What follows belongs to an exercise in optimizing a design on an open flow for small area and a short achievable clock period; a production flow would make more cautious choices. At most, simulation tests tie the RTL to the original design; equivalence was not proved. Function not checked in runs 1, 4 and 5: the RTL went through the layout flow alone. Power is estimated from default activity; no workload was simulated.

[flow/config.mk]
export PLATFORM = sky130hd
export DESIGN_NAME = spi_ram_top
export DESIGN_NICKNAME = spi_ram_top
export VERILOG_FILES = /design/flow/design.v
export SDC_FILE = /design/flow/constraint.sdc
export NUM_CORES = 4
export LEC_CHECK = 0
export CAP_MARGIN = 20
export CORE_MARGIN = 2
export CORE_UTILIZATION = 50
export SETUP_SLACK_MARGIN = 2.0
export SLEW_MARGIN = 20
export SYNTH_HIERARCHICAL = 1
[flow/constraint.sdc]
create_clock -name core_clock -period 4.0 [get_ports {clk}]
set_input_delay 0.8000 -clock core_clock [delete_from_list [all_inputs] [get_ports {clk}]]
set_output_delay 0.8000 -clock core_clock [all_outputs]
set_load 0.01 [all_outputs]
[flow/design.v]
package spi_ram_pkg;
    localparam int ADDR_SIZE_DEF = 8;
    localparam int MEM_DEPTH_DEF = 256;
    typedef enum logic [1:0] {
        WR_ADDR = 2'b00,
        WR_DATA = 2'b01,
        RD_ADDR = 2'b10,
        RD_DATA = 2'b11
    } RAM_OP_e;
endpackage
module spi_ram_aoi22 (
    input  logic a1, a2, b1, b2,
    output logic y
);
    assign y = ~((a1 & a2) | (b1 & b2));
endmodule
module spi_ram_nand4 (
    input  logic a, b, c, d,
    output logic y
);
    assign y = ~(a & b & c & d);
endmodule
module spi_ram_oai21 (
    input  logic a1, a2, b1,
    output logic y
);
    assign y = ~((a1 | a2) & b1);
endmodule
module spi_ram_nor2 (
    input  logic a, b,
    output logic y
);
    assign y = ~(a | b);
endmodule
module spi_ram_nand2 (
    input  logic a, b,
    output logic y
);
    assign y = ~(a & b);
endmodule
module spi_ram_rd_bit (
    input  logic [255:0] col,
    input  logic [15:0]  r_lo,
    input  logic [15:0]  r_hi,
    output logic         y
);
    logic [127:0] w_n;    
    logic [31:0]  w_p;    
    logic [15:0]  w_q;    
    logic [3:0]   w_r;    
    logic [1:0]   w_s;    
    for (genvar h = 0; h < 16; h++) begin : g_grp
        for (genvar k = 0; k < 8; k++) begin : g_aoi
            spi_ram_aoi22 u_aoi (
                .a1 (col[16*h + 2*k]),     .a2 (r_lo[2*k]),
                .b1 (col[16*h + 2*k + 1]), .b2 (r_lo[2*k + 1]),
                .y  (w_n[8*h + k])
            );
        end
        for (genvar j = 0; j < 2; j++) begin : g_nand
            spi_ram_nand4 u_nand (
                .a (w_n[8*h + 4*j]),     .b (w_n[8*h + 4*j + 1]),
                .c (w_n[8*h + 4*j + 2]), .d (w_n[8*h + 4*j + 3]),
                .y (w_p[2*h + j])
            );
        end
        spi_ram_oai21 u_oai (
            .a1 (w_p[2*h]), .a2 (w_p[2*h + 1]), .b1 (r_hi[h]),
            .y  (w_q[h])
        );
    end
    for (genvar j = 0; j < 4; j++) begin : g_or
        spi_ram_nand4 u_nand (
            .a (w_q[4*j]),     .b (w_q[4*j + 1]),
            .c (w_q[4*j + 2]), .d (w_q[4*j + 3]),
            .y (w_r[j])
        );
    end
    spi_ram_nor2 u_nor0 (.a (w_r[0]), .b (w_r[1]), .y (w_s[0]));
    spi_ram_nor2 u_nor1 (.a (w_r[2]), .b (w_r[3]), .y (w_s[1]));
    spi_ram_nand2 u_out (.a (w_s[0]), .b (w_s[1]), .y (y));
endmodule
module spi_ram_array (
    input  logic        clk,
    input  logic        rst_n,
    input  logic        we,
    input  logic [7:0]  waddr,
    input  logic [7:0]  wdata,
    input  logic        re,
    input  logic [15:0] r_lo,
    input  logic [15:0] r_hi,
    output logic [7:0]  rdata
);
    logic [15:0] w_lo, w_hi, w_hi_en;
    assign w_lo    = 16'd1 << waddr[3:0];
    assign w_hi    = 16'd1 << waddr[7:4];
    assign w_hi_en = w_hi & {16{we}};
    logic [2047:0] r_word;
    for (genvar a = 0; a < 256; a++) begin : g_word
        always_ff @(posedge clk) begin
            if (w_hi_en[a / 16] && w_lo[a % 16]) begin
                r_word[8*a +: 8] <= wdata;
            end
        end
    end
    logic [7:0] w_rd;
    for (genvar b = 0; b < 8; b++) begin : g_rd
        logic [255:0] w_col;
        for (genvar a = 0; a < 256; a++) begin : g_col
            assign w_col[a] = r_word[8*a + b];
        end
        spi_ram_rd_bit u_rd (
            .col  (w_col),
            .r_lo (r_lo),
            .r_hi (r_hi),
            .y    (w_rd[b])
        );
    end
    always_ff @(posedge clk) begin
        if (!rst_n) begin
            rdata <= '0;
        end else if (re) begin
            rdata <= w_rd;
        end
    end
endmodule
module spi_ram (
    input  logic       clk,
    input  logic       rst_n,
    input  logic [9:0] din,
    input  logic       rx_valid,
    output logic [7:0] dout,
    output logic       tx_valid,
    output logic       seq_err
);
    logic [7:0]  r_wr_addr;
    logic [15:0] r_rd_lo;
    logic [15:0] r_rd_hi;
    logic        r_wr_armed;
    logic        r_rd_armed;
    logic        r_tx_valid;
    logic        r_seq_err;
    logic [1:0] w_op;
    logic [7:0] w_payload;
    logic       w_we;
    logic       w_re;
    logic       w_seq_err;
    assign w_op      = din[9:8];
    assign w_payload = din[7:0];
    assign w_we      = rx_valid && (w_op == spi_ram_pkg::WR_DATA) && r_wr_armed;
    assign w_re      = rx_valid && (w_op == spi_ram_pkg::RD_DATA) && r_rd_armed;
    assign w_seq_err = rx_valid && w_op[0] && !(w_op[1] ? r_rd_armed : r_wr_armed);
    always_ff @(posedge clk) begin
        if (!rst_n) begin
            r_wr_addr  <= '0;
            r_rd_lo    <= 16'd1;
            r_rd_hi    <= 16'd1;
            r_wr_armed <= 1'b0;
            r_rd_armed <= 1'b0;
            r_tx_valid <= 1'b0;
            r_seq_err  <= 1'b0;
        end else begin
            r_tx_valid <= w_re;
            r_seq_err  <= w_seq_err;
            if (rx_valid && w_op == spi_ram_pkg::WR_ADDR) begin
                r_wr_addr  <= w_payload;
                r_wr_armed <= 1'b1;
            end else if (w_we) begin
                r_wr_addr  <= r_wr_addr + 8'd1;
            end
            if (rx_valid && w_op == spi_ram_pkg::RD_ADDR) begin
                r_rd_lo    <= 16'd1 << w_payload[3:0];
                r_rd_hi    <= 16'd1 << w_payload[7:4];
                r_rd_armed <= 1'b1;
            end else if (w_re) begin
                r_rd_lo <= {r_rd_lo[14:0], r_rd_lo[15]};
                if (r_rd_lo[15]) begin
                    r_rd_hi <= {r_rd_hi[14:0], r_rd_hi[15]};
                end
            end
        end
    end
    spi_ram_array u_array (
        .clk   (clk),
        .rst_n (rst_n),
        .we    (w_we),
        .waddr (r_wr_addr),
        .wdata (w_payload),
        .re    (w_re),
        .r_lo  (r_rd_lo),
        .r_hi  (r_rd_hi),
        .rdata (dout)
    );
    assign tx_valid = r_tx_valid;
    assign seq_err  = r_seq_err;
endmodule
module spi_ram_top (
    input  logic       clk,
    input  logic       rst_n,
    input  logic [9:0] din,
    input  logic       rx_valid,
    output logic [7:0] dout,
    output logic       tx_valid,
    output logic       seq_err
);
    spi_ram u_ram (
        .clk      (clk),
        .rst_n    (rst_n),
        .din      (din),
        .rx_valid (rx_valid),
        .dout     (dout),
        .tx_valid (tx_valid),
        .seq_err  (seq_err)
    );
endmodule
[flow/run.sh]
#!/bin/bash
# synth_recipe.tcl (not shown) runs the flow's synth.tcl, then flattens the netlist and writes it again
# the make line also repeats each setting of config.mk as NAME=value (left out here)
make -C /OpenROAD-flow-scripts/flow DESIGN_CONFIG=/design/flow/config.mk WORK_HOME=/design/flow/orfs CLKGATE_MAP_FILE= SYNTH_SCRIPT=/design/flow/synth_recipe.tcl finish
==> implementation parameters, run 1 <==
Parameter                              Value

Cells and area
  Fraction of final layout cells with drive strength greater than 1 ... 0.466
  Post-route standard cell area excluding fillers ... 103000 um2
  Relative area change from synthesis to final layout ... 26.3%
  N_diodes ... 0
  Post-layout nets ... 5031
  Non-filler cells in the finished layout ... 7351

CTS
  Clock-pin slew on the worst setup and hold paths ... 0.07 ns
  CTS tree ... done
  Skew-Pair Late Insertion Delay ... 0.86 ns
  Buffer levels on the longest clock path ... 3
  TritonCTS buffer count ... 213
  Clock root buffer ... clkbuf_16
  Number of H-tree branching levels ... 4
  Clock sink count ... 2100

GRT
  GRT Residual Overflow ... 0
  Pin count of the biggest net entering global routing ... 112
  Wire length of the first global-routing pass ... 350000 um
  Met3 Use GR ... 0.0644
  Met1 Usage GRT ... 0.432
  Most heavily used metal layer in global routing ... met2
  Global-route total usage across every layer ... 0.296
  Met2 track utilization from global routing ... 0.446
  Antenna violations before repair ... 7
  Vias in the first global route ... 46000

Worst setup path
  Cell type with the highest occurrence count on the critical path ... nand4_1
  Longest individual stage delay on the worst path ... 0.49 ns
  Crit path buffers/inverters ... 2
  Startpoint type of the worst setup path ... flop
  Cell-by-cell trace of the critical path ... buf_12 > buf_4 > a22oi_2 > nand4_1 > o21ai_1 > nand4_1 > nor2_2 > nand2_1 > mux2i_1 > nor2b_1
  Crit path capture type ... flop
  Req. time, crit path ... 4.74 ns
  Cell family with most CP delay ... simple AND/OR/NAND/NOR gates
  Class of the most critical setup path ... flop to flop
  Slowest cell on the critical path ... dfxtp_4
  Top fanout value on the critical path ... 8
  Signal arrival time at the worst endpoint ... 3.41 ns

Placed design
  Post-placement setup slack ... 0.393 ns
  Placed wire-length estimate after detailed placement ... 137000 um
  Number of buffers inserted by port buffering ... 22
  Number of placed cells counting well taps ... 6554
  Placed instance area ... 87500 um2
  Placer congestion estimate ... 0.897

Hold path
  Class of the tightest hold or removal check ... input port to flop

Flow run
  Number of maximum-capacitance constraint violations ... 0

Yosys
  Synthesized flop and latch total ... 2100
  Post-synth top area cell ... edfxtp_1
  Post-Syn Area per Cell ... 19.5 um2
  Synth warnings ... 8
  Dominant cell by count in the synthesized netlist ... edfxtp_1
  Gate count of the mapped netlist ... 4165
  Xor-xnor portion of the synthesized cell area ... 0
  Main area contributors after synthesis ... edfxtp_1, a22oi_2, nand4_1
  Proportion of synthesized area in mux cells ... 0.00111
  Net count of the mapped netlist ... 4179
  Fraction of the mapped netlist area in compound gates ... 0.174
  Most numerous cell types in the synthesized netlist ... edfxtp_1, a22oi_2, nand4_1
  Most used DFF post-synth ... edfxtp_1
  Fraction of registers with async set/reset ... 0
  Number of flops mapped to enable cells by yosys ... 2048
  Seq/Total Area, Yosys ... 0.770
  Dominant combinational cell family by area after synthesis ... compound AO/OA/AOI/OAI gates
  Share of synthesized cell area in full adder, half adder and majority cells ... 0.000154
  Cell Area, Synth ... 81300 um2
  Area share of the largest cell type after synthesis ... 0.757
  Count of distinct cell types in the synthesized netlist ... 53
  Simple-gate area share of the yosys netlist ... 0.0489

STA
  Final setup TNS ... 0 ns
  Hold Vio Cnt, Final ... 0
  Number of pins with negative max-slew slack in the final report ... 0
  Setup Viol. Count Final ... 0
  Unrepaired setup endpoints after global routing ... true
  Highest clock frequency the design can meet ... 375 MHz
  Final critical-path share of the clock period ... 0.668
  Worst-margin pin slew ... 1.00 ns
  Normalized max-slew margin ... 0.334
  Worst clock skew ... 0.0407 ns
  Final Critical Period ... 2.67 ns
  Worst-case setup margin in the final layout ... 1.33 ns
  Worst hold margin ... 0.400 ns

Power
  Power Dens Cells ... 455 nW/um2
  Maximum VDD drop ... 0.476 mV
  Leakage power of the design ... 32.9 nW

Detailed routing
  Total via count after detailed routing ... 48200
  Number of nets still failing antenna checks after routing ... 0
  WL per Instance ... 34.4 um
  Detailed Route WL ... 253000 um
  Iteration-0 DRC count of the detailed router ... 5964
  Count of unresolved DRC violations after routing ... 0
  DRT Pass-1 Iters ... 6
  Post-detailed-route via-to-cell ratio ... 6.56

Floorplan
  Initial Utilization ... 0.505
  Floorplan die width ... 407 um
  Top-Level Pins ... 23
  Vertical die dimension ... 407 um
  Floorplan core area ... 161000 um2
  Die outline area ... 166000 um2
  Core Rows ... 147

Run status
  Status ... timing/DRC/antenna clean
## logic make-up after synthesis
logic type	after synthesis
adder cells (fa/ha/maj)	1
AO/OA/AOI/OAI	1267
buffers and inverters	111
flip-flops	2100
AND/OR/NAND/NOR	677
multiplexers	9
## power by group
part	switching, W	leakage (nW)	internal [W]
combinational	0.00213	10.8	0.000985
clock	0.00845	3.27	0.0109
sequential	0.000117	18.8	0.0241
total	0.0107	32.9	0.0360
## Yosys stat by module, one instance, submodules excluded, excerpt
module,area (um2),cells inside,copies in the design,flops+latches
spi_ram_aoi22,12.5,1,1024,0
spi_ram_oai21,5.00,1,128,0
spi_ram,2110,260,1,44
spi_ram_nor2,3.75,1,16,0
spi_ram_array,63800,2441,1,2056
spi_ram_nand2,3.75,1,8,0
## worst register-to-register path: cells and delay by family, from the launching register on
kind | cells | cell delay (ns)
simple gates | 5 | 1.13
flops | 1 | 0.49
buf+inv | 2 | 0.37
compound gates | 2 | 0.36
mux | 1 | 0.21
## registers in the layout (all words and copies together) (netlist names)
| register | cells |
|---|---|
| u_ram.r_seq_err | 1 |
| u_ram.u_array.rdata | 8 |
| u_ram.r_wr_armed | 1 |
| u_ram.r_rd_lo | 16 |
| u_ram.r_wr_addr | 8 |
| u_ram.r_rd_hi | 16 |
| u_ram.u_array.r_word | 2048 |
| u_ram.r_tx_valid | 1 |
| u_ram.r_rd_armed | 1 |
## stage by stage
stage,total power (W),util
finish,0.0467,0.638
global placement,0.0272,0.544
global route,0.0478,0.638
CTS,0.0468,0.627
floorplan,0.0259,-
detailed placement,0.0272,0.544
## timing repair
item	in CTS	in global routing
setup endpoints to repair	2088	1785
pin swaps	175	126
resized for setup	524	280
cloned	27	6
setup buffers	331	44
hold buffers	0	0
## final timing paths
kind	startpoint	to	slack (ns)	depth (start not counted)
max	u_ram.r_rd_lo[0]	u_ram.u_array.rdata[2]	1.33	10
min reg2reg	u_ram.r_rd_armed	u_ram.r_rd_armed	0.58	2
min	din[5]	u_ram.u_array.r_word[1397]	0.40	1
max reg2reg	u_ram.r_rd_lo[0]	u_ram.u_array.rdata[2]	1.33	10
## metal layers
metal / wire length, um / vias up
met5: 43 / -
met3: 25700 / 422
met4: 7640 / 6
met1: 104000 / 25300
met2: 116000 / 2646
li1: - / 19800
## cell usage in the layout, fill, tap and decap left out, types with 27 or more instances in the layout
| cell | instances |
|---|---|
| buf_4 | 252 |
| o21ai_1 | 75 |
| clkinv_2 | 36 |
| a22oi_2 | 1024 |
| clkbuf_16 | 220 |
| o21ai_0 | 54 |
| nor3_1 | 33 |
| nor3_4 | 198 |
| edfxtp_1 | 2048 |
| buf_12 | 158 |
| nand4_1 | 292 |
| buf_6 | 260 |
| o21ai_2 | 50 |
| clkbuf_1 | 48 |
| clkinv_1 | 46 |
| nor3_2 | 27 |
| buf_16 | 29 |
| dfxtp_4 | 31 |
## final cells by class
cell class,instances,area (um2)
fillers,10900,58300
repair buffers,736,9430
multi-input cells,1961,21100
clock buffers,264,5570
clock inverters,125,1170
flip-flops and latches,2100,62700
well taps,2160,2700
inverters,5,31.3
==> inputs of run 2 (changes only) <==
--- a/flow/design.v
+++ b/flow/design.v
@@ -8,11 +8,12 @@
         RD_DATA = 2'b11
     } RAM_OP_e;
 endpackage
-module spi_ram_aoi22 (
-    input  logic a1, a2, b1, b2,
-    output logic y
-);
-    assign y = ~((a1 & a2) | (b1 & b2));
+module spi_ram_ao8 (
+    input  logic [7:0] d,
+    input  logic [7:0] s,
+    output logic       y
+);
+    assign y = |(d & s);
 endmodule
 module spi_ram_nand4 (
     input  logic a, b, c, d,
@@ -32,35 +33,28 @@
 );
     assign y = ~(a | b);
 endmodule
-module spi_ram_nand2 (
-    input  logic a, b,
-    output logic y
-);
-    assign y = ~(a & b);
+module spi_ram_a21oi (
+    input  logic a1, a2, b1,
+    output logic y
+);
+    assign y = ~((a1 & a2) | b1);
 endmodule
 module spi_ram_rd_bit (
     input  logic [255:0] col,
     input  logic [15:0]  r_lo,
     input  logic [15:0]  r_hi,
+    input  logic         clr,
     output logic         y
 );
-    logic [127:0] w_n;    
     logic [31:0]  w_p;    
     logic [15:0]  w_q;    
     logic [3:0]   w_r;    
     logic [1:0]   w_s;    
     for (genvar h = 0; h < 16; h++) begin : g_grp
-        for (genvar k = 0; k < 8; k++) begin : g_aoi
-            spi_ram_aoi22 u_aoi (
-                .a1 (col[16*h + 2*k]),     .a2 (r_lo[2*k]),
-                .b1 (col[16*h + 2*k + 1]), .b2 (r_lo[2*k + 1]),
-                .y  (w_n[8*h + k])
-            );
-        end
-        for (genvar j = 0; j < 2; j++) begin : g_nand
-            spi_ram_nand4 u_nand (
-                .a (w_n[8*h + 4*j]),     .b (w_n[8*h + 4*j + 1]),
-                .c (w_n[8*h + 4*j + 2]), .d (w_n[8*h + 4*j + 3]),
+        for (genvar j = 0; j < 2; j++) begin : g_ao
+            spi_ram_ao8 u_ao (
+                .d (col[16*h + 8*j +: 8]),
+                .s (r_lo[8*j +: 8]),
                 .y (w_p[2*h + j])
             );
         end
@@ -78,7 +72,7 @@
     end
     spi_ram_nor2 u_nor0 (.a (w_r[0]), .b (w_r[1]), .y (w_s[0]));
     spi_ram_nor2 u_nor1 (.a (w_r[2]), .b (w_r[3]), .y (w_s[1]));
-    spi_ram_nand2 u_out (.a (w_s[0]), .b (w_s[1]), .y (y));
+    spi_ram_a21oi u_out (.a1 (w_s[0]), .a2 (w_s[1]), .b1 (clr), .y (y));
 endmodule
 module spi_ram_array (
     input  logic        clk,
@@ -103,7 +97,11 @@
             end
         end
     end
+    logic       w_clr;
+    logic       w_rd_en;
     logic [7:0] w_rd;
+    assign w_clr   = !rst_n;
+    assign w_rd_en = re || w_clr;
     for (genvar b = 0; b < 8; b++) begin : g_rd
         logic [255:0] w_col;
         for (genvar a = 0; a < 256; a++) begin : g_col
@@ -113,13 +111,12 @@
             .col  (w_col),
             .r_lo (r_lo),
             .r_hi (r_hi),
+            .clr  (w_clr),
             .y    (w_rd[b])
         );
     end
     always_ff @(posedge clk) begin
-        if (!rst_n) begin
-            rdata <= '0;
-        end else if (re) begin
+        if (w_rd_en) begin
             rdata <= w_rd;
         end
     end
--- a/flow/config.mk
+++ b/flow/config.mk
@@ -8,6 +8,6 @@
 export CAP_MARGIN = 20
 export CORE_MARGIN = 2
 export CORE_UTILIZATION = 50
-export SETUP_SLACK_MARGIN = 2.0
+export SETUP_SLACK_MARGIN = 1.7
 export SLEW_MARGIN = 20
 export SYNTH_HIERARCHICAL = 1
==> run 2 against run 1 <==
Sequential share of layout area rose by 6.4 points. Worst hold slack got worse by 0.073 ns. Synthesized cell count shrank 0.36%. Global-route usage grew 0.98 points. Cell count shrank 7.8%. Total power fell by 2.2%. Utilization fell by 2.4 points. Combinational power fell by 13%. Clock skew shrank 0.0050 ns. Sequential power hardly changed. Count of clock-buffer cells in the layout shrank 32. Critical endpoint is now u_ram.u_array.rdata[4]. Largest power group unchanged.
==> implementation parameters, run 2 <==
Parameter                              Value

Detailed routing
  Iteration-0 DRC count of the detailed router ... 7164 (+20%)
  Count of unresolved DRC violations after routing ... 0 (unchanged)
  Total via count after detailed routing ... 46200 (-4.3%)
  WL per Instance ... 35.5 um (+3.4%)
  Detailed Route WL ... 241000 um (-4.7%)
  Post-detailed-route via-to-cell ratio ... 6.81 (+3.8%)
  DRT Pass-1 Iters ... 6 (unchanged)
  Number of nets still failing antenna checks after routing ... 0 (unchanged)

Floorplan
  Floorplan die width ... 394 um (-3.2%)
  Floorplan core area ... 152000 um2 (-5.8%)
  Vertical die dimension ... 394 um (-3.2%)
  Die outline area ... 155000 um2 (-6.2%)
  Top-Level Pins ... 23 (unchanged)
  Initial Utilization ... 0.502 (-0.00256)
  Core Rows ... 143 (-2.7%)

Worst setup path
  Slowest cell on the critical path ... nand4_1
  Longest individual stage delay on the worst path ... 0.38 ns (-0.11 ns)
  Top fanout value on the critical path ... 8 (unchanged)
  Worst reg2reg endpoint ... u_ram.u_array.rdata[4]
  Startpoint type of the worst setup path ... flop
  Slack of the worst reg-to-reg path ... 1.41 ns (+0.08 ns)
  Signal arrival time at the worst endpoint ... 3.15 ns (-0.26 ns)
  Req. time, crit path ... 4.56 ns (-0.18 ns)
  CP Launch Point ... u_ram.r_rd_lo[2]
  Origin of the critical flop-to-flop path ... u_ram.r_rd_lo[2]
  Cell-by-cell trace of the critical path ... buf_6 > buf_12 > buf_12 > a22oi_2 > nand4_1 > o21ai_2 > nand4_1 > nor2_4 > a21oi_2
  Worst Reg-to-Reg Cells ... 9 (-1)
  Crit path capture ... u_ram.u_array.rdata[4]
  Class of the most critical setup path ... flop to flop
  Crit path capture type ... flop

Yosys
  Post-Syn Area per Cell ... 18.3 um2 (-6.0%)
  Net count of the mapped netlist ... 4164 (-0.36%)
  Main area contributors after synthesis ... edfxtp_1, a22oi_1, nand4_1
  Count of distinct cell types in the synthesized netlist ... 53 (unchanged)
  Area share of the largest cell type after synthesis ... 0.811 (+0.0541)
  Number of flops mapped to enable cells by yosys ... 2056 (+0.39%)
  Synth warnings ... 8 (unchanged)
  Most numerous cell types in the synthesized netlist ... edfxtp_1, a22oi_1, nand4_1
  Seq/Total Area, Yosys ... 0.822 (+0.0529)
  Synthesized flop and latch total ... 2100 (unchanged)
  Cell Area, Synth ... 76100 um2 (-6.3%)
  Dominant cell by count in the synthesized netlist ... edfxtp_1
  Fraction of registers with async set/reset ... 0 (unchanged)
  Gate count of the mapped netlist ... 4150 (-0.36%)
  Post-synth top area cell ... edfxtp_1
  Most used DFF post-synth ... edfxtp_1

STA
  Worst hold margin ... 0.328 ns (-0.0726 ns)
  Final Critical Period ... 2.59 ns (-0.0805 ns)
  Unrepaired setup endpoints after global routing ... true
  Highest clock frequency the design can meet ... 386 MHz (+3.1%)
  Setup Viol. Count Final ... 0 (unchanged)
  Worst clock skew ... 0.0357 ns (-0.00503 ns)
  Number of pins with negative max-slew slack in the final report ... 0 (unchanged)
  Final critical-path share of the clock period ... 0.647 (-0.0201)
  Final setup TNS ... 0 ns (unchanged)
  Normalized max-slew margin ... 0.234 (-0.0993)
  Hold Vio Cnt, Final ... 0 (unchanged)
  Worst-margin pin slew ... 1.15 ns (+0.149 ns)

CTS
  CTS tree ... done
  Buffer levels on the longest clock path ... 3 (unchanged)
  Hold-fix buffers at CTS ... 0 (unchanged)
  Skew-Pair Late Insertion Delay ... 0.83 ns (-0.03 ns)
  Clock sink count ... 2100 (unchanged)
  Clock-pin slew on the worst setup and hold paths ... 0.06 ns (about the same)
  TritonCTS buffer count ... 199 (-6.6%)
  Clock root buffer ... clkbuf_16
  Number of H-tree branching levels ... 4 (unchanged)

Placed design
  Number of buffers inserted by port buffering ... 22 (unchanged)
  Placed wire-length estimate after detailed placement ... 128000 um (-6.7%)
  Placer congestion estimate ... 0.922 (+2.8%)

GRT
  Antenna violations before repair ... 6 (-1)
  Global-route total usage across every layer ... 0.306 (+0.00980)
  Wire length of the first global-routing pass ... 334000 um (-4.7%)
  Pin count of the biggest net entering global routing ... 119 (+6.3%)
  GRT Residual Overflow ... 0 (unchanged)
  Vias in the first global route ... 43300 (-5.8%)

Power
  Clock Power Share ... 0.409 (-0.005)
  Internal power ... 0.0355 W (-1.5%)
  Leakage power of the design ... 30.1 nW (-8.3%)
  Register share of total power ... 0.531 (+0.012)
  Fraction of power consumed by combinational cells ... 0.060 (-0.007)
  Switching power share of the total ... 0.223 (-0.00579)
  Net Switching ... 0.0102 W (-4.7%)
  Maximum VDD drop ... 0.428 mV (-10%)
  Power Dens Cells ... 491 nW/um2 (+7.9%)

Cells and area
  Relative area change from synthesis to final layout ... 22.1%
  Post-layout nets ... 4589 (-8.8%)
  Biggest registers after layout ... u_ram.u_array.r_word (2048), u_ram.r_rd_hi (16), u_ram.r_rd_lo (16)
  Most common cell after layout, fill and taps aside ... edfxtp_1
  Fraction of final layout cells with drive strength greater than 1 ... 0.227 (-0.239)
  Register name with the most flops ... u_ram.u_array.r_word
  Most used cells in the layout excluding fill and tap cells ... edfxtp_1, a22oi_1, nand4_1
  Flip-flop count of the largest register after layout ... 2048 (unchanged)

Flow run
  Number of maximum-capacitance constraint violations ... 0 (unchanged)

Run status
  Status ... timing/DRC/antenna clean

Hold path
  Class of the tightest hold or removal check ... input port to flop
-- run 2: final cells by class --
class | instances | area, um2
multi-input cells | 1940 | 16700
clock buffers | 232 | 5270
fillers | 10600 | 58600
well taps | 2030 | 2540
repair buffers | 328 | 4570
clock inverters | 138 | 1200
diodes | 2 | 5.00
inverters | 6 | 27.5
flip-flops and latches | 2100 | 62700
-- run 2: cell families after synthesis --
group / count (synthesis) / share of synthesized area
flops: 2100 / 0.822
compound gates: 1275 / 0.120
simple gates: 662 / 0.0512
buf+inv: 111 / 0.00657
mux: 1 / 0.000131
fa+ha+maj: 1 / 0.000164
-- run 2: worst min-delay path by stage --
stage / slack [ns] / cells after the start / endpoint / startpoint
after floorplan: 0.46 / 2 / u_ram.r_wr_armed / u_ram.r_wr_armed
after global placement: 0.50 / 2 / u_ram.r_wr_armed / u_ram.r_wr_armed
after detailed placement: 0.50 / 2 / u_ram.r_wr_armed / u_ram.r_wr_armed
after CTS: 0.27 / 1 / u_ram.u_array.r_word[377] / din[1]
after global routing: 0.29 / 1 / u_ram.u_array.r_word[377] / din[1]
final: 0.33 / 1 / u_ram.u_array.r_word[377] / din[1]
-- run 2: worst max-delay path, delay by kind of cell, from the launching register on --
kind,cells,cell delay [ns]
AND/OR/NAND/NOR,3,0.91
buffers and inverters,3,0.43
AO/OA/AOI/OAI,3,0.57
flip-flops,1,0.37
-- run 2: modules after synthesis (local to each module, per instance), a selection --
module / cells inside / area, um2
spi_ram_oai21: 1 / 5.00
spi_ram_a21oi: 1 / 8.76
spi_ram_array: 2426 / 63800
spi_ram_nand4: 1 / 6.26
spi_ram_nor2: 1 / 3.75
spi_ram_ao8: 5 / 36.3
spi_ram: 260 / 2110
-- run 2: power by group through the flow --
stage          Combinational [W]  Sequential [W]  Clock (W)
5_1_grt                  0.00281          0.0243     0.0197
3_5_place_dp             0.00202          0.0249          0
3_3_place_gp             0.00201          0.0249          0
2_1_floorplan           0.000771          0.0249          0
6_report                 0.00273          0.0243     0.0187
4_1_cts                  0.00263          0.0243     0.0188
-- run 2: repair_timing --
action,in CTS,in global routing
gates cloned,6,2
endpoints found under the setup margin,1995,1843
buffers inserted,161,15
resized for setup,202,58
pin swaps,116,69
-- run 2: routing by layer --
layer	GRT usage	wire, um	up-vias
li1	-	-	19000
met5	0	0	-
met1	0.447	94500	23500
met2	0.452	107000	3176
met3	0.0707	28800	474
met4	0.117	10300	0
-- run 2: metrics by stage --
step	worst slack (ns)	instances	util	instance area, um2	total power, W
after global routing	1.45	6775	0.614	93000	0.0467
after detailed placement	0.498	6220	0.546	82700	0.0269
after floorplan	1.09	4150	-	79200	0.0256
after CTS	1.54	6757	0.610	92500	0.0457
final	1.41	6776	0.614	93000	0.0457
after global placement	0.542	6220	0.546	82700	0.0269
==> inputs of run 3 (changes only) <==
--- a/flow/config.mk
+++ b/flow/config.mk
@@ -8,6 +8,8 @@
 export CAP_MARGIN = 20
 export CORE_MARGIN = 2
 export CORE_UTILIZATION = 50
+export CTS_CLUSTER_DIAMETER = 120
+export CTS_CLUSTER_SIZE = 30
 export SETUP_SLACK_MARGIN = 1.7
 export SLEW_MARGIN = 20
 export SYNTH_HIERARCHICAL = 1
==> run 3 against run 2 <==
Utilization shrank 3.1 points. Worst hold slack better by 0.092 ns. Combinational power about the same. Clock skew rose by 0.00087 ns. Design area fell by 5.1%. Sequential power hardly changed. Via count down 2.5%. Synthesized area stayed put. Cell count shrank 4.3%. Sequential cell count stayed put. Critical path depth stayed put. Die area unchanged. Critical endpoint is now u_ram.u_array.rdata[0]. Largest power group unchanged.
==> implementation parameters, run 3 <==
Parameter                              Value

STA
  Worst-case setup margin in the final layout ... 1.39 ns (-0.0236 ns)
  Normalized max-slew margin ... 0.267 (+0.0324)
  Highest clock frequency the design can meet ... 383 MHz (-0.90%)
  Final Critical Period ... 2.61 ns (+0.0236 ns)
  Worst-margin pin slew ... 1.10 ns (-0.0486 ns)
  Number of pins with negative max-slew slack in the final report ... 0 (unchanged)
  Unrepaired setup endpoints after global routing ... true
  Final setup TNS ... 0 ns (unchanged)
  Final critical-path share of the clock period ... 0.653 (+0.00590)
  Worst clock skew ... 0.0366 ns (+0.000869 ns)
  Setup Viol. Count Final ... 0 (unchanged)
  Hold Vio Cnt, Final ... 0 (unchanged)

Placed design
  Number of buffers inserted by port buffering ... 22 (unchanged)
  Post-placement setup slack ... 0.498 ns (unchanged)
  Placed wire-length estimate after detailed placement ... 128000 um (unchanged)
  Placed instance area ... 82700 um2 (unchanged)
  Placer congestion estimate ... 0.922 (unchanged)

Cells and area
  Utilization after layout ... 0.582 (-0.0313)
  Flip-flop count of the largest register after layout ... 2048 (unchanged)
  Register name with the most flops ... u_ram.u_array.r_word
  Fraction of final layout cells with drive strength greater than 1 ... 0.187 (-0.0399)
  Filler instances ... 11100 (+4.0%)
  Most common cell after layout, fill and taps aside ... edfxtp_1
  Relative area change from synthesis to final layout ... 15.9%
  Biggest registers after layout ... u_ram.u_array.r_word (2048), u_ram.r_rd_hi (16), u_ram.r_rd_lo (16)
  Most used cells in the layout excluding fill and tap cells ... edfxtp_1, a22oi_1, nand4_1
  Post-route standard cell area excluding fillers ... 88200 um2 (-5.1%)
  Post-layout nets ... 4436 (-3.3%)

Floorplan
  Vertical die dimension ... 394 um (unchanged)
  Die outline area ... 155000 um2 (unchanged)
  Initial Utilization ... 0.502 (unchanged)
  Core Rows ... 143 (unchanged)
  Floorplan core area ... 152000 um2 (unchanged)
  Floorplan die width ... 394 um (unchanged)
  Top-Level Pins ... 23 (unchanged)

Yosys
  Post-synth top area cell ... edfxtp_1
  Fraction of the mapped netlist area in compound gates ... 0.120 (unchanged)
  Synth warnings ... 8 (unchanged)
  Dominant combinational cell family by area after synthesis ... compound AO/OA/AOI/OAI gates
  Most used DFF post-synth ... edfxtp_1
  Count of distinct cell types in the synthesized netlist ... 53 (unchanged)
  Post-Syn Area per Cell ... 18.3 um2 (unchanged)
  Proportion of synthesized area in mux cells ... 0.000131 (unchanged)
  Main area contributors after synthesis ... edfxtp_1, a22oi_1, nand4_1
  Cell Area, Synth ... 76100 um2 (unchanged)
  Gate count of the mapped netlist ... 4150 (unchanged)
  Area share of the largest cell type after synthesis ... 0.811 (unchanged)
  Xor-xnor portion of the synthesized cell area ... 0 (unchanged)
  Share of synthesized cell area in full adder, half adder and majority cells ... 0.000164 (unchanged)
  Number of flops mapped to enable cells by yosys ... 2056 (unchanged)
  Most numerous cell types in the synthesized netlist ... edfxtp_1, a22oi_1, nand4_1
  Dominant cell by count in the synthesized netlist ... edfxtp_1
  Fraction of registers with async set/reset ... 0 (unchanged)
  Synthesized flop and latch total ... 2100 (unchanged)
  Net count of the mapped netlist ... 4164 (unchanged)
  Seq/Total Area, Yosys ... 0.822 (unchanged)
  Simple-gate area share of the yosys netlist ... 0.0512 (unchanged)

GRT
  Met2 track utilization from global routing ... 0.450 (-0.00220)
  Met3 Use GR ... 0.0668 (-0.00392)
  Most heavily used metal layer in global routing ... met2
  GRT Residual Overflow ... 0 (unchanged)
  Met1 Usage GRT ... 0.439 (-0.00725)
  Pin count of the biggest net entering global routing ... 119 (unchanged)
  Wire length of the first global-routing pass ... 330000 um (-1.2%)
  Antenna violations before repair ... 7 (+1)
  Global-route total usage across every layer ... 0.303 (-0.00355)
  Vias in the first global route ... 42000 (-3.0%)

CTS
  Clock root buffer ... clkbuf_16
  TritonCTS buffer count ... 79 (-60%)
  Clock sink count ... 2100 (unchanged)
  Hold-fix buffers at CTS ... 0 (unchanged)
  Number of H-tree branching levels ... 3 (-1)
  Buffer levels on the longest clock path ... 3 (unchanged)
  CTS tree ... done
  Skew-Pair Late Insertion Delay ... 0.74 ns (-0.09 ns)
  Clock-pin slew on the worst setup and hold paths ... 0.12 ns (+0.06 ns)

Detailed routing
  Iteration-0 DRC count of the detailed router ... 7196 (+0.45%)
  Number of nets still failing antenna checks after routing ... 0 (unchanged)
  Detailed Route WL ... 239000 um (-0.70%)
  Count of unresolved DRC violations after routing ... 0 (unchanged)
  Post-detailed-route via-to-cell ratio ... 6.94 (+1.9%)
  Total via count after detailed routing ... 45000 (-2.5%)
  WL per Instance ... 36.9 um (+3.7%)
  DRT Pass-1 Iters ... 8 (+2)

Hold path
  Worst Hold Depth ... 1 (unchanged)
  Class of the tightest hold or removal check ... input port to flop
  Min-Delay Startpoint ... din[1]
  Worst-case hold path end point ... u_ram.u_array.r_word[361]

Worst setup path
  Worst reg2reg endpoint ... u_ram.u_array.rdata[0]
  Class of the most critical setup path ... flop to flop
  Worst Reg-to-Reg Cells ... 9 (unchanged)
  Crit path capture type ... flop
  Startpoint type of the worst setup path ... flop
  Top fanout value on the critical path ... 8 (unchanged)
  Req. time, crit path ... 4.49 ns (-0.07 ns)
  Signal arrival time at the worst endpoint ... 3.11 ns (-0.04 ns)
  Origin of the critical flop-to-flop path ... u_ram.r_rd_lo[5]
  Slack of the worst reg-to-reg path ... 1.39 ns (-0.02 ns)

Power
  Overall power ... 0.0370 W (-19%)
  Maximum VDD drop ... 0.375 mV (-12%)
  Leakage power of the design ... 27.8 nW (-7.8%)
  Power Dens Cells ... 419 nW/um2 (-15%)

Run status
  Status ... timing/DRC/antenna clean

Flow run
  Number of maximum-capacitance constraint violations ... 0 (unchanged)
run 3: cell families (layout without fill, tap and decap cells):
kind of cell             Yosys count  in the layout
flip-flops                      2100           2100
AO/OA/AOI/OAI                   1275           1275
AND/OR/NAND/NOR                  662            663
buffers and inverters            111            413
adder cells (fa/ha/maj)            1              1
multiplexers                       1              1
other                              0              4
run 3: through the flow:
step           std cells  hold WS [ns]
2_1_floorplan       4150         0.463
3_3_place_gp        6220         0.497
3_5_place_dp        6220         0.501
4_1_cts             6468         0.380
5_1_grt             6483         0.408
6_report            6487         0.420
run 3: where the power goes:
group          total [W]  leakage (nW)  switching (W)  internal [W]
combinational    0.00275          7.88        0.00199      0.000759
clock             0.0100          1.03        0.00623       0.00378
sequential        0.0242          18.9       0.000115        0.0241
run 3: what timing repair did:
| item | 4_1_cts | 5_1_grt |
|---|---|---|
| buffers inserted | 127 | 11 |
| pin swaps | 100 | 68 |
| setup endpoints to repair | 2050 | 1533 |
| cloned | 9 | 4 |
| gates resized for setup | 200 | 54 |
| endpoints found under the hold margin | 0 | 0 |
run 3: Yosys stat by module (local to each module, per instance), excerpt:
module / cells / area, um2 / flops+latches
spi_ram_array: 2426 / 63800 / 2056
spi_ram: 260 / 2110 / 44
spi_ram_ao8: 5 / 36.3 / 0
spi_ram_a21oi: 1 / 8.76 / 0
spi_ram_nand4: 1 / 6.26 / 0
spi_ram_oai21: 1 / 5.00 / 0
spi_ram_nor2: 1 / 3.75 / 0
run 3: critical path, cell delays in order, from the launching register on:
cell     delay, ns
dfxtp_4       0.40
buf_12        0.18
buf_12        0.15
buf_16        0.13
a22oi_2       0.15
nand4_1       0.25
o21ai_2       0.27
nand4_1       0.40
nor2_2        0.34
a21oi_2       0.07
run 3: area by class of cell:
cell class,count,area (um2),share of cell area
tap,2030,2540,0.0288
sequential,2100,62700,0.711
antenna,4,10.0,0.000113
clock buffer,112,2140,0.0243
inverter,6,27.5,0.000312
multi-input combinational,1940,16600,0.189
timing repair buffer,295,4170,0.0472
run 3: worst max path at each step:
stage	start	endpoint	slack [ns]	depth (start not counted)
global route	u_ram.r_rd_lo[5]	u_ram.u_array.rdata[2]	1.46	8
finish	u_ram.r_rd_lo[5]	u_ram.u_array.rdata[0]	1.39	9
detailed placement	din[9]	u_ram.u_array.r_word[1534]	0.50	7
floorplan	din[8]	u_ram.u_array.r_word[368]	1.09	6
global placement	din[9]	u_ram.u_array.r_word[2022]	0.54	7
CTS	u_ram.r_rd_lo[5]	u_ram.u_array.rdata[1]	1.54	8
run 3: per-layer routing:
layer	up-vias	wire (um)
met5	-	28
met4	4	11300
met3	455	27900
met2	2966	106000
met1	23100	94100
li1	18500	-
==> inputs of run 4 (changes only) <==
--- a/flow/design.v
+++ b/flow/design.v
@@ -85,14 +85,19 @@
     input  logic [15:0] r_hi,
     output logic [7:0]  rdata
 );
-    logic [15:0] w_lo, w_hi, w_hi_en;
-    assign w_lo    = 16'd1 << waddr[3:0];
-    assign w_hi    = 16'd1 << waddr[7:4];
-    assign w_hi_en = w_hi & {16{we}};
+    logic [15:0]  w_lo_n, w_hi_en_n;
+    logic [255:0] w_word_en;
+    assign w_lo_n    = ~(16'd1 << waddr[3:0]);
+    assign w_hi_en_n = ~((16'd1 << waddr[7:4]) & {16{we}});
     logic [2047:0] r_word;
     for (genvar a = 0; a < 256; a++) begin : g_word
+        spi_ram_nor2 u_en (
+            .a (w_hi_en_n[a / 16]),
+            .b (w_lo_n[a % 16]),
+            .y (w_word_en[a])
+        );
         always_ff @(posedge clk) begin
-            if (w_hi_en[a / 16] && w_lo[a % 16]) begin
+            if (w_word_en[a]) begin
                 r_word[8*a +: 8] <= wdata;
             end
         end
--- a/flow/config.mk
+++ b/flow/config.mk
@@ -8,8 +8,8 @@
 export CAP_MARGIN = 20
 export CORE_MARGIN = 2
 export CORE_UTILIZATION = 50
-export CTS_CLUSTER_DIAMETER = 120
-export CTS_CLUSTER_SIZE = 30
-export SETUP_SLACK_MARGIN = 1.7
+export CTS_CLUSTER_DIAMETER = 100
+export CTS_CLUSTER_SIZE = 25
+export SETUP_SLACK_MARGIN = 1.8
 export SLEW_MARGIN = 20
 export SYNTH_HIERARCHICAL = 1
==> run 4 against run 3 <==
Still clean on timing, DRC and antenna. Routed wire length fell by 6.6%. Count of clock-buffer cells in the layout rose by 22. Combinational power fell by 9.5%. Critical path type unchanged. Critical endpoint is now u_ram.u_array.rdata[6]. Largest power group unchanged.
==> implementation parameters, run 4 <==
Parameter                              Value

Run status
  Status ... timing/DRC/antenna clean

Worst setup path
  Slowest cell on the critical path ... dfxtp_4
  Longest individual stage delay on the worst path ... 0.44 ns (+0.04 ns)
  Crit path buffers/inverters ... 2 (-1)
  Signal arrival time at the worst endpoint ... 3.09 ns (-0.02 ns)
  Worst reg2reg endpoint ... u_ram.u_array.rdata[6]
  Cell-by-cell trace of the critical path ... buf_4 > buf_12 > a22oi_2 > nand4_1 > o21ai_2 > nand4_1 > nor2_4 > a21oi_2
  Slack of the worst reg-to-reg path ... 1.38 ns (about the same)
  Crit path capture type ... flop
  Cell type with the highest occurrence count on the critical path ... nand4_1
  Origin of the critical flop-to-flop path ... u_ram.r_rd_lo[10]
  Startpoint type of the worst setup path ... flop
  Worst Reg-to-Reg Cells ... 8 (-1)
  Cell family with most CP delay ... simple AND/OR/NAND/NOR gates
  Class of the most critical setup path ... flop to flop
  Top fanout value on the critical path ... 7 (-1)
  Req. time, crit path ... 4.47 ns (-0.02 ns)

Detailed routing
  Detailed Route WL ... 223000 um (-6.6%)
  DRT Pass-1 Iters ... 5 (-3)
  Count of unresolved DRC violations after routing ... 0 (unchanged)
  Total via count after detailed routing ... 43500 (-3.4%)
  Post-detailed-route via-to-cell ratio ... 6.70 (-3.5%)
  WL per Instance ... 34.4 um (-6.6%)
  Iteration-0 DRC count of the detailed router ... 7030 (-2.3%)
  Number of nets still failing antenna checks after routing ... 0 (unchanged)

Yosys
  Count of distinct cell types in the synthesized netlist ... 47 (-11%)
  Number of flops mapped to enable cells by yosys ... 2056 (unchanged)
  Fraction of registers with async set/reset ... 0 (unchanged)
  Most numerous cell types in the synthesized netlist ... edfxtp_1, a22oi_1, nand4_1
  Gate count of the mapped netlist ... 4083 (-1.6%)
  Area share of the largest cell type after synthesis ... 0.820 (+0.00895)
  Synth warnings ... 8 (unchanged)
  Seq/Total Area, Yosys ... 0.832 (+0.00907)
  Most used DFF post-synth ... edfxtp_1
  Net count of the mapped netlist ... 4097 (-1.6%)
  Dominant cell by count in the synthesized netlist ... edfxtp_1
  Cell Area, Synth ... 75300 um2 (-1.1%)
  Post-Syn Area per Cell ... 18.4 um2 (+0.53%)
  Main area contributors after synthesis ... edfxtp_1, a22oi_1, nand4_1
  Post-synth top area cell ... edfxtp_1
  Synthesized flop and latch total ... 2100 (unchanged)

Cells and area
  Biggest registers after layout ... u_ram.u_array.r_word (2048), u_ram.r_rd_hi (16), u_ram.r_rd_lo (16)
  Post-layout nets ... 4444 (+0.18%)
  Utilization after layout ... 0.576 (-0.00657)
  Fraction of final layout cells with drive strength greater than 1 ... 0.177 (-0.0107)
  Register name with the most flops ... u_ram.u_array.r_word
  Most used cells in the layout excluding fill and tap cells ... edfxtp_1, a22oi_1, nand4_1
  Most common cell after layout, fill and taps aside ... edfxtp_1
  Relative area change from synthesis to final layout ... 14.5%
  Filler instances ... 11100 (-0.14%)
  Flip-flop count of the largest register after layout ... 2048 (unchanged)

Floorplan
  Initial Utilization ... 0.503 (about the same)
  Die outline area ... 154000 um2 (-1.1%)
  Core Rows ... 142 (-0.70%)
  Floorplan core area ... 150000 um2 (-1.2%)
  Vertical die dimension ... 392 um (-0.54%)
  Floorplan die width ... 392 um (-0.54%)
  Top-Level Pins ... 23 (unchanged)

CTS
  Buffer levels on the longest clock path ... 3 (unchanged)
  Clock sink count ... 2100 (unchanged)
  Clock root buffer ... clkbuf_16
  Hold-fix buffers at CTS ... 0 (unchanged)
  Clock-pin slew on the worst setup and hold paths ... 0.09 ns (-0.03 ns)
  Skew-Pair Late Insertion Delay ... 0.75 ns (about the same)
  CTS tree ... done
  TritonCTS buffer count ... 93 (+18%)
  Number of H-tree branching levels ... 3 (unchanged)

STA
  Unrepaired setup endpoints after global routing ... true
  Normalized max-slew margin ... 0.436 (+0.169)
  Setup Viol. Count Final ... 0 (unchanged)
  Final setup TNS ... 0 ns (unchanged)
  Highest clock frequency the design can meet ... 381 MHz (-0.41%)
  Worst hold margin ... 0.471 ns (+0.0510 ns)
  Hold Vio Cnt, Final ... 0 (unchanged)
  Final Critical Period ... 2.62 ns (+0.0107 ns)
  Number of pins with negative max-slew slack in the final report ... 0 (unchanged)
  Final critical-path share of the clock period ... 0.656 (+0.00267)
  Worst clock skew ... 0.0373 ns (+0.000743 ns)
  Worst-margin pin slew ... 0.846 ns (-0.254 ns)

Flow run
  Number of maximum-capacitance constraint violations ... 0 (unchanged)

Placed design
  Placer congestion estimate ... 0.886 (-4.0%)
  Number of buffers inserted by port buffering ... 22 (unchanged)
  Placed wire-length estimate after detailed placement ... 126000 um (-1.6%)

GRT
  Antenna violations before repair ... 6 (-1)
  Vias in the first global route ... 40800 (-2.8%)
  GRT Residual Overflow ... 0 (unchanged)
  Pin count of the biggest net entering global routing ... 112 (-5.9%)
  Met3 Use GR ... 0.0593 (-0.00746)
  Most heavily used metal layer in global routing ... met2
  Global-route total usage across every layer ... 0.289 (-0.0141)
  Met2 track utilization from global routing ... 0.428 (-0.0222)
  Met1 Usage GRT ... 0.427 (-0.0122)
  Wire length of the first global-routing pass ... 312000 um (-5.4%)

Hold path
  Worst-case hold path end point ... u_ram.u_array.r_word[415]
  Min-Delay Startpoint ... din[7]
  Worst Hold Depth ... 1 (unchanged)
  Class of the tightest hold or removal check ... input port to flop

Power
  Overall power ... 0.0376 W (+1.5%)
  Leakage power of the design ... 24.9 nW (-10%)
  Maximum VDD drop ... 0.404 mV (+7.9%)
  Power Dens Cells ... 436 nW/um2 (+3.8%)
[run 4: logic make-up after synthesis]
logic type,synth area share
DFF,0.832
AOI/OAI and AO/OA,0.121
and+or+nand+nor,0.0460
buffers and inverters,0.00136
muxes,0.000133
adders and majority gates,0.000166
[run 4: timing repair]
| action | in CTS | in global routing |
|---|---|---|
| hold endpoints to repair | 0 | 0 |
| resized for setup | 365 | 107 |
| endpoints found under the setup margin | 2082 | 1436 |
| pin swaps | 74 | 43 |
| setup buffers | 94 | 13 |
| gates cloned | 3 | 0 |
[run 4: metrics by stage]
stage,instance area (um2),cells,setup slack [ns]
after floorplan,76100,4083,1.33
after global placement,80200,6240,0.0869
after detailed placement,80200,6241,0.0734
after CTS,85600,6476,1.56
after global routing,86200,6489,1.39
final,86200,6491,1.38
[run 4: layer usage]
metal / routed length [um] / vias to the layer above / share of wire
li1: - / 18200 / -
met1: 91900 / 22500 / 0.41
met2: 100000 / 2490 / 0.45
met3: 23200 / 349 / 0.10
met4: 8100 / 2 / 0.036
met5: 17 / - / 0.000076
[run 4: where the power goes]
group          internal (W)  switching [W]  leakage, nW  total, W
Combinational      0.000685        0.00181         4.83   0.00249
Sequential           0.0241       0.000105         18.9    0.0242
Clock               0.00442        0.00641         1.24    0.0108
Total                0.0292        0.00832         24.9    0.0376
[run 4: cell type report]
type | count | area (um2) | area share
Antenna cell | 2 | 5.00 | 0.0000580
Clock buffer | 134 | 2520 | 0.0293
Clock inverter | 4 | 50.0 | 0.000580
Inverter | 6 | 27.5 | 0.000319
Multi-Input combinational cell | 1956 | 15000 | 0.174
Sequential cell | 2100 | 62700 | 0.727
Tap cell | 2016 | 2520 | 0.0293
Timing Repair Buffer | 273 | 3410 | 0.0395
[run 4: per-module statistics from Yosys, one instance, submodules excluded, a selection]
module / area [um2] / cells
spi_ram_nand4: 6.26 / 1
spi_ram_oai21: 5.00 / 1
spi_ram_a21oi: 8.76 / 1
spi_ram_nor2: 3.75 / 1
spi_ram_array: 62000 / 2103
spi_ram_ao8: 36.3 / 5
spi_ram: 2110 / 260
[run 4: worst max-delay path by stage]
stage,from,endpoint,slack [ns],cells past startpoint
2_1_floorplan,din[8],u_ram.u_array.r_word[120],1.33,6
3_3_place_gp,din[9],u_ram.u_array.r_word[1254],0.09,6
3_5_place_dp,din[9],u_ram.u_array.r_word[1168],0.07,6
4_1_cts,u_ram.r_rd_lo[3],u_ram.u_array.rdata[2],1.56,8
5_1_grt,u_ram.r_rd_lo[11],u_ram.u_array.rdata[3],1.39,7
6_report,u_ram.r_rd_lo[10],u_ram.u_array.rdata[6],1.38,8
[run 4: worst register-to-register path, cell delays in order (launching register included)]
cell	delay, ns
dfxtp_4	0.44
buf_4	0.18
buf_12	0.13
a22oi_2	0.19
nand4_1	0.24
o21ai_2	0.26
nand4_1	0.41
nor2_4	0.36
a21oi_2	0.13
==> inputs of run 5 (changes only) <==
--- a/flow/design.v
+++ b/flow/design.v
@@ -33,17 +33,19 @@
 );
     assign y = ~(a | b);
 endmodule
-module spi_ram_a21oi (
-    input  logic a1, a2, b1,
-    output logic y
-);
-    assign y = ~((a1 & a2) | b1);
+module spi_ram_rd_mux (
+    input  logic e, s0, s1, e_n, q_n,
+    output logic y
+);
+    assign y = ~((e & s0 & s1) | (e_n & q_n));
 endmodule
 module spi_ram_rd_bit (
     input  logic [255:0] col,
     input  logic [15:0]  r_lo,
     input  logic [15:0]  r_hi,
-    input  logic         clr,
+    input  logic         e,
+    input  logic         e_n,
+    input  logic         q_n,
     output logic         y
 );
     logic [31:0]  w_p;    
@@ -72,7 +74,10 @@
     end
     spi_ram_nor2 u_nor0 (.a (w_r[0]), .b (w_r[1]), .y (w_s[0]));
     spi_ram_nor2 u_nor1 (.a (w_r[2]), .b (w_r[3]), .y (w_s[1]));
-    spi_ram_a21oi u_out (.a1 (w_s[0]), .a2 (w_s[1]), .b1 (clr), .y (y));
+    spi_ram_rd_mux u_out (
+        .e (e), .s0 (w_s[0]), .s1 (w_s[1]), .e_n (e_n), .q_n (q_n),
+        .y (y)
+    );
 endmodule
 module spi_ram_array (
     input  logic        clk,
@@ -102,11 +107,12 @@
             end
         end
     end
-    logic       w_clr;
-    logic       w_rd_en;
-    logic [7:0] w_rd;
-    assign w_clr   = !rst_n;
-    assign w_rd_en = re || w_clr;
+    logic        w_e, w_e_n;
+    logic [15:0] w_hi;
+    logic [7:0]  w_d;
+    assign w_e   = re || !rst_n;
+    assign w_e_n = !w_e;
+    assign w_hi  = r_hi & {16{rst_n}};
     for (genvar b = 0; b < 8; b++) begin : g_rd
         logic [255:0] w_col;
         for (genvar a = 0; a < 256; a++) begin : g_col
@@ -115,15 +121,15 @@
         spi_ram_rd_bit u_rd (
             .col  (w_col),
             .r_lo (r_lo),
-            .r_hi (r_hi),
-            .clr  (w_clr),
-            .y    (w_rd[b])
+            .r_hi (w_hi),
+            .e    (w_e),
+            .e_n  (w_e_n),
+            .q_n  (!rdata[b]),
+            .y    (w_d[b])
         );
     end
     always_ff @(posedge clk) begin
-        if (w_rd_en) begin
-            rdata <= w_rd;
-        end
+        rdata <= w_d;
     end
 endmodule
 module spi_ram (
==> run 5 against run 4 <==
Via count is 1.8% higher. Global-route usage grew 0.51 points. Clock power hardly changed. Combinational power up 2%. Utilization is 0.46 points higher. Routed wire length grew 3.2%. Synthesized cell count rose by 0.73%. Fmax is 4.8% higher. Count of clock-buffer cells in the layout unchanged. Critical path depth is the same. Critical endpoint is now u_ram.u_array.rdata[3]. Largest cell class unchanged. Largest power group unchanged. Highest routed layer unchanged.
==> implementation parameters, run 5 <==
Parameter                              Value

Run status
  Status ... timing/DRC/antenna clean

Floorplan
  Die outline area ... 154000 um2 (+0.12%)
  Floorplan core area ... 150000 um2 (unchanged)
  Top-Level Pins ... 23 (unchanged)
  Vertical die dimension ... 392 um (about the same)
  Floorplan die width ... 392 um (about the same)
  Initial Utilization ... 0.503 (+0.000601)
  Core Rows ... 142 (unchanged)

Cells and area
  Most common cell after layout, fill and taps aside ... edfxtp_1
  Register name with the most flops ... u_ram.u_array.r_word
  Non-filler cells in the finished layout ... 6532 (+0.63%)
  Flip-flop count of the largest register after layout ... 2048 (unchanged)
  Relative area change from synthesis to final layout ... 15.3%
  Post-layout nets ... 4487 (+0.97%)
  Biggest registers after layout ... u_ram.u_array.r_word (2048), u_ram.r_rd_hi (16), u_ram.r_rd_lo (16)
  Fraction of final layout cells with drive strength greater than 1 ... 0.188 (+0.0116)
  Most used cells in the layout excluding fill and tap cells ... edfxtp_1, a22oi_1, nand4_1

Detailed routing
  Iteration-0 DRC count of the detailed router ... 7704 (+9.6%)
  Number of nets still failing antenna checks after routing ... 0 (unchanged)
  Count of unresolved DRC violations after routing ... 0 (unchanged)
  Detailed Route WL ... 230000 um (+3.2%)
  WL per Instance ... 35.3 um (+2.5%)
  Post-detailed-route via-to-cell ratio ... 6.78 (+1.2%)
  DRT Pass-1 Iters ... 8 (+3)
  Total via count after detailed routing ... 44300 (+1.8%)

CTS
  Buffer levels on the longest clock path ... 3 (unchanged)
  Clock root buffer ... clkbuf_16
  Number of H-tree branching levels ... 3 (unchanged)
  Clock sink count ... 2100 (unchanged)
  CTS tree ... done
  TritonCTS buffer count ... 94 (+1.1%)
  Skew-Pair Late Insertion Delay ... 0.75 ns (about the same)
  Clock-pin slew on the worst setup and hold paths ... 0.10 ns (about the same)
  Hold-fix buffers at CTS ... 0 (unchanged)

GRT
  Global-route total usage across every layer ... 0.294 (+0.00513)
  GRT Residual Overflow ... 0 (unchanged)
  Pin count of the biggest net entering global routing ... 152 (+36%)
  Met1 Usage GRT ... 0.435 (+0.00785)
  Wire length of the first global-routing pass ... 316000 um (+1.2%)
  Met3 Use GR ... 0.0652 (+0.00585)
  Vias in the first global route ... 41100 (+0.72%)
  Most heavily used metal layer in global routing ... met1
  Met2 track utilization from global routing ... 0.434 (+0.00582)
  Antenna violations before repair ... 5 (-1)

Power
  Leakage power of the design ... 25.2 nW (+0.97%)
  Overall power ... 0.0376 W (+0.18%)
  Power Dens Cells ... 433 nW/um2 (-0.61%)
  Maximum VDD drop ... 0.372 mV (-8.0%)

Placed design
  Number of buffers inserted by port buffering ... 22 (unchanged)
  Placed wire-length estimate after detailed placement ... 126000 um (-0.34%)
  Placer congestion estimate ... 0.881 (-0.51%)
  Number of placed cells counting well taps ... 6264 (+0.37%)

Yosys
  Seq/Total Area, Yosys ... 0.829 (-0.00206)
  Most used DFF post-synth ... edfxtp_1
  Xor-xnor portion of the synthesized cell area ... 0 (unchanged)
  Synthesized flop and latch total ... 2100 (unchanged)
  Dominant cell by count in the synthesized netlist ... edfxtp_1
  Fraction of registers with async set/reset ... 0 (unchanged)
  Share of synthesized cell area in full adder, half adder and majority cells ... 0.000166 (-0.000000199)
  Post-Syn Area per Cell ... 18.3 um2 (-0.61%)
  Number of flops mapped to enable cells by yosys ... 2048 (-0.39%)
  Proportion of synthesized area in mux cells ... 0.000133 (-0.000000159)
  Net count of the mapped netlist ... 4127 (+0.73%)
  Simple-gate area share of the yosys netlist ... 0.0474 (+0.00139)
  Gate count of the mapped netlist ... 4113 (+0.73%)
  Most numerous cell types in the synthesized netlist ... edfxtp_1, a22oi_1, nand4_1
  Area share of the largest cell type after synthesis ... 0.816 (-0.00417)
  Post-synth top area cell ... edfxtp_1
  Main area contributors after synthesis ... edfxtp_1, a22oi_1, nand4_1
  Count of distinct cell types in the synthesized netlist ... 46 (-2.1%)
  Synth warnings ... 8 (unchanged)
  Fraction of the mapped netlist area in compound gates ... 0.121 (-0.000144)
  Dominant combinational cell family by area after synthesis ... compound AO/OA/AOI/OAI gates
  Cell Area, Synth ... 75400 um2 (+0.12%)

STA
  Final setup TNS ... 0 ns (unchanged)
  Hold Vio Cnt, Final ... 0 (unchanged)
  Worst clock skew ... 0.0481 ns (+0.0108 ns)
  Setup Viol. Count Final ... 0 (unchanged)
  Normalized max-slew margin ... 0.344 (-0.0925)
  Final Critical Period ... 2.50 ns (-0.120 ns)
  Number of pins with negative max-slew slack in the final report ... 0 (unchanged)
  Unrepaired setup endpoints after global routing ... true
  Highest clock frequency the design can meet ... 399 MHz (+4.8%)
  Worst-margin pin slew ... 0.984 ns (+0.139 ns)
  Final critical-path share of the clock period ... 0.626 (-0.0300)

Worst setup path
  Req. time, crit path ... 4.62 ns (+0.15 ns)
  Class of the most critical setup path ... flop to flop
  Signal arrival time at the worst endpoint ... 3.12 ns (+0.03 ns)
  Startpoint type of the worst setup path ... flop
  Crit path capture type ... flop
  Top fanout value on the critical path ... 6 (-1)

Flow run
  Number of maximum-capacitance constraint violations ... 0 (unchanged)

Hold path
  Class of the tightest hold or removal check ... flop to flop
-- run 5: cell types whose count changed after synthesis, moves of 4 or more --
cell      delta
nand4_1      +5
and2b_2      -4
nand2_1      -7
a32oi_1      +8
a21oi_2      -8
nor2b_1      +7
dfxtp_1      +8
inv_1        +8
and2_1      +16
edfxtp_1     -8
-- run 5: metrics by stage --
step / worst slack, ns / area (um2) / hold slack (ns) / util
floorplan: 1.16 / 76200 / 0.463 / -
global placement: -0.0728 / 80200 / 0.498 / 0.536
detailed placement: -0.127 / 80200 / 0.506 / 0.536
CTS: 1.67 / 86200 / 0.496 / 0.576
global route: 1.54 / 86900 / 0.523 / 0.580
finish: 1.50 / 86900 / 0.501 / 0.580
-- run 5: power by group --
part	internal, W	switching [W]
Combinational	0.000703	0.00185
Clock	0.00442	0.00642
Sequential	0.0241	0.000102
Total	0.0293	0.00837
-- run 5: kinds of logic after synthesis --
logic type | after synthesis
AO/OA/AOI/OAI | 1275
adder cells (fa/ha/maj) | 1
buffers and inverters | 40
flip-flops | 2100
multiplexers | 1
AND/OR/NAND/NOR | 696
-- run 5: layer usage --
metal	vias up	share of wire
li1	18300	-
met1	22800	0.41
met2	2780	0.45
met3	350	0.11
met4	4	0.034
met5	-	0.00010
-- run 5: final timing paths --
check,start,to,slack (ns),depth (start not counted)
worst min register to register,u_ram.u_array.rdata[2],u_ram.u_array.rdata[2],0.50,2
worst min-delay path,u_ram.u_array.rdata[2],u_ram.u_array.rdata[2],0.50,2
worst max-delay path,u_ram.r_rd_lo[0],u_ram.u_array.rdata[3],1.50,8
worst max register to register,u_ram.r_rd_lo[0],u_ram.u_array.rdata[3],1.50,8
-- run 5: final cells by class --
cell class	instances	area (um2)
diodes	1	2.50
clock buffers	134	2520
clock inverters	4	41.3
fillers	11000	62900
inverters	15	71.3
multi-input cells	1974	15400
flip-flops and latches	2100	62700
well taps	2016	2520
repair buffers	288	3640
-- run 5: what timing repair did --
action | 4_1_cts | 5_1_grt
pin swaps | 101 | 60
endpoints found under the setup margin | 2082 | 1323
endpoints found under the hold margin | 0 | 0
resized for setup | 488 | 103
setup buffers | 106 | 13
cloned | 6 | 4
-- run 5: critical path, stage by stage, from the launching register on --
cell and delay, ns:
dfxtp_4 0.38, buf_12 0.17, buf_12 0.14, a22oi_1 0.25, nand4_1 0.21, o21ai_2 0.32
nand4_1 0.46, nor2_4 0.29, a32oi_1 0.12
-- run 5: modules after synthesis, one instance, submodules excluded, a selection --
module | area, um2 | flops+latches | cells inside
spi_ram_array | 62100 | 2056 | 2133
spi_ram | 2110 | 44 | 260
spi_ram_ao8 | 36.3 | 0 | 5
spi_ram_nand4 | 6.26 | 0 | 1
spi_ram_nor2 | 3.75 | 0 | 1
spi_ram_oai21 | 5.00 | 0 | 1
spi_ram_rd_mux | 8.76 | 0 | 1
==> inputs of run 6 (changes only) <==
--- a/flow/design.v
+++ b/flow/design.v
@@ -33,6 +33,18 @@
 );
     assign y = ~(a | b);
 endmodule
+module spi_ram_and4 (
+    input  logic a, b, c, d,
+    output logic y
+);
+    assign y = a & b & c & d;
+endmodule
+module spi_ram_and2 (
+    input  logic a, b,
+    output logic y
+);
+    assign y = a & b;
+endmodule
 module spi_ram_rd_mux (
     input  logic e, s0, s1, e_n, q_n,
     output logic y
@@ -50,8 +62,8 @@
 );
     logic [31:0]  w_p;    
     logic [15:0]  w_q;    
-    logic [3:0]   w_r;    
-    logic [1:0]   w_s;    
+    logic [3:0]   w_r;
+    logic [1:0]   w_s;
     for (genvar h = 0; h < 16; h++) begin : g_grp
         for (genvar j = 0; j < 2; j++) begin : g_ao
             spi_ram_ao8 u_ao (
@@ -66,14 +78,14 @@
         );
     end
     for (genvar j = 0; j < 4; j++) begin : g_or
-        spi_ram_nand4 u_nand (
+        spi_ram_and4 u_and (
             .a (w_q[4*j]),     .b (w_q[4*j + 1]),
             .c (w_q[4*j + 2]), .d (w_q[4*j + 3]),
             .y (w_r[j])
         );
     end
-    spi_ram_nor2 u_nor0 (.a (w_r[0]), .b (w_r[1]), .y (w_s[0]));
-    spi_ram_nor2 u_nor1 (.a (w_r[2]), .b (w_r[3]), .y (w_s[1]));
+    spi_ram_and2 u_and0 (.a (w_r[0]), .b (w_r[1]), .y (w_s[0]));
+    spi_ram_and2 u_and1 (.a (w_r[2]), .b (w_r[3]), .y (w_s[1]));
     spi_ram_rd_mux u_out (
         .e (e), .s0 (w_s[0]), .s1 (w_s[1]), .e_n (e_n), .q_n (q_n),
         .y (y)
==> run 6 against run 5 <==
Synthesized area grew 0.16%. Design area down 0.39%. Still clean on timing, DRC and antenna. Sequential cell count unchanged. Largest power group unchanged.
==> implementation parameters, run 6 <==
Parameter                              Value

Floorplan
  Floorplan core area ... 150000 um2 (+0.12%)
  Floorplan die width ... 393 um (about the same)

CTS
  Buffer levels on the longest clock path ... 3 (unchanged)
  Number of H-tree branching levels ... 3 (unchanged)
  TritonCTS buffer count ... 93 (-1.1%)

Yosys
  Post-synth top area cell ... edfxtp_1
  Area share of the largest cell type after synthesis ... 0.814 (-0.00130)
  Number of flops mapped to enable cells by yosys ... 2048 (unchanged)
  Main area contributors after synthesis ... edfxtp_1, a22oi_1, nand4_1
  Synthesized flop and latch total ... 2100 (unchanged)
  Fraction of registers with async set/reset ... 0 (unchanged)
  Cell Area, Synth ... 75500 um2 (+0.16%)

Worst setup path
  Cell family with most CP delay ... simple AND/OR/NAND/NOR gates
  Class of the most critical setup path ... flop to flop
  Req. time, crit path ... 4.62 ns (about the same)
  Crit path capture type ... flop
  Crit path buffers/inverters ... 1 (-1)
  Startpoint type of the worst setup path ... flop

Cells and area
  Flip-flop count of the largest register after layout ... 2048 (unchanged)
  Storage element area ... 62600 um2 (about the same)
  Fraction of final layout cells with drive strength greater than 1 ... 0.182 (-0.00577)
  Area occupied by multi-input gates ... 14700 um2 (-4.9%)

GRT
  GRT Residual Overflow ... 0 (unchanged)

Detailed routing
  Count of unresolved DRC violations after routing ... 0 (unchanged)
  Total via count after detailed routing ... 44200 (-0.18%)
  Post-detailed-route via-to-cell ratio ... 6.68 (-1.5%)
  Iteration-0 DRC count of the detailed router ... 7015 (-8.9%)
  Number of nets still failing antenna checks after routing ... 0 (unchanged)
  DRT Pass-1 Iters ... 6 (-2)

Power
  Overall power ... 0.0376 W (about the same)

STA
  Hold Vio Cnt, Final ... 0 (unchanged)
  Final setup TNS ... 0 ns (unchanged)

Placed design
  Placed wire-length estimate after detailed placement ... 126000 um (+0.36%)

Run status
  Status ... timing/DRC/antenna clean
run 6: power by group:
| part | internal (W) | switching [W] |
|---|---|---|
| Sequential | 0.0241 | 0.0000926 |
| Combinational | 0.000712 | 0.00179 |
| Clock | 0.00445 | 0.00645 |
run 6: layer usage:
metal	routed length (um)	global-route usage	up-vias	part of all wire
li1	-	-	18500	-
met1	91700	0.426	22800	0.41
met2	102000	0.435	2604	0.45
met3	24600	0.0636	336	0.11
met4	7760	0.0980	6	0.034
met5	44	0	-	0.00019
run 6: kinds of logic (layout without fill, tap and decap cells):
group,count (synthesis),after routing,share of synthesized area
DFF,2100,2100,0.828
other,0,1,0
and+or+nand+nor,696,696,0.0489
muxes,1,1,0.000133
adders and majority gates,1,1,0.000166
buffers and inverters,40,530,0.00217
AOI/OAI and AO/OA,1275,1275,0.120
run 6: modules after synthesis (local to each module, per instance), excerpt:
module | area (um2) | cells inside
spi_ram | 2110 | 260
spi_ram_and2 | 6.26 | 1
spi_ram_and4 | 8.76 | 1
spi_ram_ao8 | 36.3 | 5
spi_ram_array | 62100 | 2133
spi_ram_nor2 | 3.75 | 1
spi_ram_oai21 | 5.00 | 1
spi_ram_rd_mux | 8.76 | 1
run 6: path summary, 6_finish.rpt:
| check | start | endpoint | slack [ns] | depth (start not counted) |
|---|---|---|---|---|
| hold / removal | din[7] | u_ram.u_array.r_word[1727] | 0.45 | 1 |
| hold reg to reg | u_ram.u_array.rdata[0] | u_ram.u_array.rdata[0] | 0.46 | 2 |
| setup reg to reg | u_ram.r_rd_lo[13] | u_ram.u_array.rdata[1] | 1.68 | 7 |
| setup / recovery | u_ram.r_rd_lo[13] | u_ram.u_array.rdata[1] | 1.68 | 7 |
run 6: stage by stage:
step / instance area (um2) / hold WS [ns] / worst slack (ns) / instances / utilization
floorplan: 76300 / 0.463 / 1.16 / 4113 / -
global placement: 81400 / 0.436 / 0.411 / 6390 / 0.543
detailed placement: 81400 / 0.434 / 0.350 / 6390 / 0.543
CTS: 86000 / 0.411 / 1.80 / 6611 / 0.573
global route: 86600 / 0.449 / 1.72 / 6619 / 0.577
finish: 86600 / 0.449 / 1.68 / 6620 / 0.577
run 6: worst register-to-register path, cell delays in order (launching register included):
cell and delay, ns:
dfxtp_4 0.40, buf_16 0.22, a22oi_1 0.34, nand4_1 0.21, o21ai_1 0.33, and4_4 0.36
and2_2 0.23, a32oi_1 0.11
run 6: final cells by class:
class	instances	share of cell area
clock inverter	4	0.000491
clock buffer	134	0.0294
multi-input combinational	1973	0.170
timing repair buffer	377	0.0472
tap	2016	0.0291
inverter	15	0.000694
sequential	2100	0.723
antenna	1	0.0000289
run 6: repair_timing:
action                     4_1_cts  5_1_grt
hold buffers                     0        0
cloned                           3        2
gates resized for setup        249      120
buffers inserted                80        6
setup endpoints to repair     1992      695
pin swaps                       42       49

Re-timed with assumed drivers on the ports (clkbuf_16 on the clock, buf_2 on other inputs), run 6 has 1.679 ns of setup slack against 1.679 ns with ideal ports, and 0.902 ns once port delays also move by the mid clock arrival of 0.821 ns.
